This design comes from an exercise in tuning for small area and few clock cycles per item on the open sky130 flow, not from production work. In this exercise RTL edits were held to simulation tests only and were not proved equivalent to the original.

// lj_pair_scheduler
module lj_pair_scheduler #(
  parameter int ADDR_W       = 12,
  parameter int NUM_W        = 16,
  parameter int PIPE_LATENCY = 24,
  parameter int RING_LEN     = 13,
  parameter int STRIDE       = 2,
  parameter int TAPS         = 2
) (
  input  logic              clock,
  input  logic              resetn,
  input  logic              start,
  input  logic [31:0]       ref_x,
  input  logic [31:0]       ref_y,
  input  logic [31:0]       ref_z,
  input  logic [ADDR_W-1:0] base_addr,
  input  logic [NUM_W-1:0]  num_neighbors,
  output logic              busy,
  output logic              done,
  output logic              nb_rd_en,
  output logic [ADDR_W-1:0] nb_rd_addr,
  input  logic [95:0]       nb_rd_data,
  output logic              pipe_ivalid,
  output logic              pipe_iready,
  output logic [31:0]       pipe_ref_x,
  output logic [31:0]       pipe_ref_y,
  output logic [31:0]       pipe_ref_z,
  output logic [31:0]       pipe_nb_x,
  output logic [31:0]       pipe_nb_y,
  output logic [31:0]       pipe_nb_z,
  input  logic              pipe_ovalid,
  input  logic [127:0]      pipe_force,
  output logic              force_valid,
  output logic [127:0]      force_data,
  output logic              force_last,
  input  logic              force_ready,
  output logic              err_unexpected
);
  localparam int L    = RING_LEN;
  localparam int CW   = $clog2(L + 1);
  localparam int GW   = $clog2(L);
  localparam int RTT  = PIPE_LATENCY + 1;
  localparam int HP0  = (L - (RTT % L)) % L;
  logic              run_q, done_q, iv_q, err_q, ov_q, olast_q;
  logic [CW-1:0]     cnt_q, avail_q;       
  logic [GW-1:0]     gap_q;                
  logic [L-1:0]      head_q;               
  logic [NUM_W-1:0]  rem_q;                
  logic [ADDR_W-1:0] addr_q;
  logic [95:0]       ref_q;
  logic [127:0]      ring_q [L];
  logic [127:0]      out_q;
  logic accept, have_work, inflight, arriving, pop, ofree, at_tap, load, empty_eff, iss;
  assign accept    = !run_q && !done_q && start;
  assign have_work = run_q && (rem_q != '0);
  assign inflight  = (cnt_q != avail_q);
  assign arriving  = pipe_ovalid && inflight;
  assign pop       = ov_q && force_ready;
  assign ofree     = !ov_q || pop;
  always_comb begin
  ...
Settings: LEC_CHECK=0, CAP_MARGIN=20, CORE_MARGIN=2, CORE_UTILIZATION=45, CTS_CLUSTER_DIAMETER=80, CTS_CLUSTER_SIZE=25, PLACE_DENSITY=0.6, SLEW_MARGIN=20; clock period 6.0 ns.
run.sh (not shown) runs the stock make flow with config.mk's settings and CLKGATE_MAP_FILE= SYNTH_SCRIPT=/design/flow/synth_recipe.tcl, a recipe that flattens the netlist after the stock synthesis.
The starting point finished clean.
Testbench counts at the start, summed over its fixed seeds: cycles 42,605, items 18,420.
Next try:
==> flow/flow/run.sh (new file) <==
#!/bin/bash
# Own layout flow: the standard ORFS flow (standard.sh, all steps up to
# finish) with one change: buffer_ports, which gives every input and output
# port its own buffer during global placement, is told to use the smallest
# buffer cell (sky130_fd_sc_hd__buf_1) instead of choosing one itself. The
# resizer may still upsize any of them later. The make output goes to
# standard_flow.log here; each ORFS step also keeps its own log under orfs/logs.
set -euo pipefail
cd "$(dirname "${BASH_SOURCE[0]}")/.."
export BUFFER_PORTS_ARGS="-buffer_cell sky130_fd_sc_hd__buf_1"
bash standard.sh finish > standard_flow.log 2>&1
==> flow/standard.sh (new file) <==
#!/bin/bash
# synth_recipe.tcl (not shown) runs the flow's synth.tcl, then flattens the netlist and writes it again
# the make line also repeats each setting of config.mk as NAME=value (left out here)
make -C /OpenROAD-flow-scripts/flow DESIGN_CONFIG=/design/flow/config.mk WORK_HOME=/design/flow/orfs CLKGATE_MAP_FILE= SYNTH_SCRIPT=/design/flow/synth_recipe.tcl "${@:-finish}"
--- a/flow/config.mk
+++ b/flow/config.mk
@@ -10,4 +10,4 @@
-export CORE_UTILIZATION = 45
-export CTS_CLUSTER_DIAMETER = 80
-export CTS_CLUSTER_SIZE = 25
-export PLACE_DENSITY = 0.6
+export CORE_UTILIZATION = 70
+export CTS_CLUSTER_DIAMETER = 90
+export CTS_CLUSTER_SIZE = 28
+export PLACE_DENSITY = 0.85
removed: flow/run.sh
Outcome: Hold slack gets better by 0.0042 ns; setup slack gets better by 0.30 ns; wire length goes up by 16%; cell area goes down by about 7.5%.

-- static timing again, ports no longer ideal --
In the flow no input, the clock included, has a driving cell. The finished layouts below were timed again as built, in two steps.
Step 1 sets driving cells, clkbuf_16 on the clock port and buf_2 on the other inputs (assumed; they add their load-dependent delay and slew).
Step 2 times the ports against the registers' clock, not the clock port: input delays grow and output delays shrink by t, the midpoint of the rising clock arrivals with the driver on.
Slacks: ideal ports / drivers / drivers and shift; pairs: ideal ports / drivers.
run | shift t [ns] | slack for setup (ns) | worst data-port slew with drivers (ns) | cell pins on the clock port's net
the first run | 0.728 | 1.200 / 1.168 / 1.168 | 0.14 | 1
the second run | 0.716 | 1.502 / 1.439 / 1.738 | 0.15 | 1
After both steps setup and hold are still met in every run listed. For the first run, which loses most, drivers alone change the setup slack by -0.032 ns; drivers and shift together by -0.032 ns.
